What follows belongs to an exercise in optimizing a design on an open flow for small area, a short achievable clock period and few clock cycles; a production flow would make more cautious choices. Only simulation tests tie the RTL to the original design; equivalence was not proved. No activity file was given, so power comes from the tool's default toggle rates.

// script_lexer_tokenizer_unit
module script_lexer_tokenizer_unit (
    input  logic        i_clk,
    input  logic        i_rst_n,
    input  logic        i_byte_valid,
    output logic        o_byte_ready,
    input  logic [7:0]  i_byte_ch,
    input  logic        i_byte_final,
    output logic        o_tok_valid,
    input  logic        i_tok_ready,
    output logic [5:0]  o_tok_kind,
    output logic [19:0] o_tok_start,
    output logic [19:0] o_tok_len,
    output logic [15:0] o_tok_line,
    output logic [15:0] o_tok_col,
    output logic [7:0]  o_tok_bad,
    output logic        o_tok_last
);
clock: 11.0 ns
lec_check: 0
abc_area: 1
cap_margin: 20
core_margin: 2
core_utilization: 60
slew_margin: 20
standard.sh (not shown) runs the stock make flow with config.mk's settings and CLKGATE_MAP_FILE= SYNTH_SCRIPT=/design/flow/synth_recipe.tcl, a recipe that flattens the netlist after the stock synthesis.
==> flow/flow/run.sh <==
#!/bin/bash
# Standard layout (the standard.sh: ORFS synthesis to finish, same clock and
# constraints), with two changes to how the layout is made:
#  - the port buffers that ORFS inserts are plain buffers (buf_1) rather than the
#    delay cell ORFS picks by default; every port still gets its own buffer;
#  - ORFS's timing repair aims for more setup slack than the clock needs.
set -euo pipefail
export SETUP_SLACK_MARGIN=7.0
export BUFFER_PORTS_ARGS="-buffer_cell sky130_fd_sc_hd__buf_1"
bash standard.sh > standard_flow.log 2>&1
The baseline completed with no timing, DRC or antenna violations.
Testbench counts at the start, summed over its fixed seeds: cycles 22,586.
==> next run, changes <==
- ABC_AREA: 1 -> unset
- CORE_UTILIZATION: 60 -> 40
Worst hold slack gains 0.0080 ns.
Final area went up slightly.
Core utilization is lower by 23 points.
Synthesized cell count is lower by about a fifth.
Power went down by well over a third.
Worst setup slack degrades by 0.084 ns.
==> next run, changes <==
--- a/flow/flow/run.sh
+++ b/flow/flow/run.sh
@@ -8 +8 @@
-export SETUP_SLACK_MARGIN=7.0
+export SETUP_SLACK_MARGIN=7.6
- ABC_AREA: unset -> 1
After rerunning: The changed run ran to the end with no violations. Routed wire length goes up by about 5%. Global-route usage increases by 0.97 points. Utilization went up by 4.4 points. Combinational power went up to 3.4 times its value. Cell area grows by 9.8%. Setup slack gains 0.46 ns. Hold slack gets worse by 0.0056 ns. Clock power goes up by 11%. Count of clock-buffer cells in the layout stays the same. Sequential share of layout area goes down by 2.8 points.
==> next run, changes <==
--- a/flow/flow/run.sh
+++ b/flow/flow/run.sh
@@ -8 +8 @@
-export SETUP_SLACK_MARGIN=7.6
+export SETUP_SLACK_MARGIN=7.0
Result: Area after synthesis is unchanged. Total power falls by 12%. Final cell count falls by 3.4%. Global-route usage falls by 1.3 points. Clock power falls by 5.7%. Maximum frequency falls by 7.5%.


Another version of the RTL of script_lexer_tokenizer_unit (not shown whole).
Size: roughly 1300 cells after synthesis, roughly 100 I/O pins.
Settings: LEC_CHECK=0, ABC_AREA=1, CAP_MARGIN=20, CORE_MARGIN=2, CORE_UTILIZATION=40, PLACE_DENSITY=0.75, SLEW_MARGIN=20; clock period 11.0 ns.
==> flow/flow/run.sh <==
#!/bin/bash
# Standard layout (the standard.sh: ORFS synthesis to finish, same clock and
# constraints), with these changes to how the layout is made:
#  - the port buffers that ORFS inserts are plain buffers (buf_1) rather than the
#    delay cell ORFS picks by default; every port still gets its own buffer;
#  - ORFS's timing repair aims for more setup slack than the clock needs;
#  - clock tree: clkbuf_8 buffers, larger sink clusters, no dummy loads.
set -euo pipefail
export SETUP_SLACK_MARGIN=7.62
export BUFFER_PORTS_ARGS="-buffer_cell sky130_fd_sc_hd__buf_1"
export CTS_ARGS="-sink_clustering_enable -repair_clock_nets -buf_list sky130_fd_sc_hd__clkbuf_8 -sink_clustering_size 30 -sink_clustering_max_diameter 100 -dont_use_dummy_load"
bash standard.sh > standard_flow.log 2>&1
Testbench counts at the start, summed over its fixed seeds: cycles 22,580.
Rerun with:
--- a/flow/flow/run.sh
+++ b/flow/flow/run.sh
@@ -7,5 +7,5 @@
 #  - clock tree: clkbuf_8 buffers, larger sink clusters, no dummy loads.
 set -euo pipefail
-export SETUP_SLACK_MARGIN=7.62
+export SETUP_SLACK_MARGIN=7.4
 export BUFFER_PORTS_ARGS="-buffer_cell sky130_fd_sc_hd__buf_1"
 export CTS_ARGS="-sink_clustering_enable -repair_clock_nets -buf_list sky130_fd_sc_hd__clkbuf_8 -sink_clustering_size 30 -sink_clustering_max_diameter 100 -dont_use_dummy_load"
Effect: Global-route usage went down by 0.81 points; setup slack loses 0.15 ns; total power is lower by 7.7%; synthesized area stays the same; die area is unchanged; clock-buffer cell count stays the same; fmax went down by 4.3%; sequential power came out higher by 2.2%; wire length goes down by 4.1%; register-to-register slack got worse by 0.20 ns; final area is lower by 5.4%.

port drivers added, routing unchanged:
The flow's constraints put no driver on any port. The routed layouts listed below were extracted and timed again, unchanged, in two steps. Step 1 (the two cells are an assumption about what drives the block):
set clk [get_ports {i_clk}]
set_driving_cell -lib_cell sky130_fd_sc_hd__clkbuf_16 $clk
set_driving_cell -lib_cell sky130_fd_sc_hd__buf_2 [delete_from_list [all_inputs] $clk]
Step 2 also shifts input and output timing later by t, the mid clock arrival at the registers, as if the neighbouring blocks saw the same clock. Slacks: ideal / step 1 / step 2; pairs: ideal / step 1.
run | t (ns) | slack for setup (ns) | hold WS [ns] | latest minus earliest clock arrival (ns) | pins driven straight from the clock port
the first run of note 1 | 0.474 | 7.150 / 7.150 / 6.781 | 0.439 / 0.439 / 0.439 | 0.009 / 0.009 | 1
the second run of note 1 | 0.459 | 7.067 / 7.067 / 6.783 | 0.448 / 0.448 / 0.448 | 0.021 / 0.021 | 1
the third run of note 1 | 0.479 | 7.526 / 7.477 / 7.208 | 0.442 / 0.442 / 0.442 | 0.015 / 0.015 | 1
the fourth run of note 1 | 0.470 | 7.242 / 7.245 / 6.775 | 0.434 / 0.434 / 0.434 | 0.010 / 0.010 | 1
the first run of note 2 | 0.469 | 7.614 / 7.576 / 7.252 | 0.454 / 0.454 / 0.454 | 0.031 / 0.031 | 1
the second run of note 2 | 0.471 | 7.464 / 7.461 / 7.006 | 0.448 / 0.448 / 0.448 | 0.031 / 0.032 | 1
After both steps setup and hold are still met in every run listed. The setup slack of the fourth run of note 1, which loses most, moves by +0.003 ns with the drivers and by -0.467 ns with both steps.
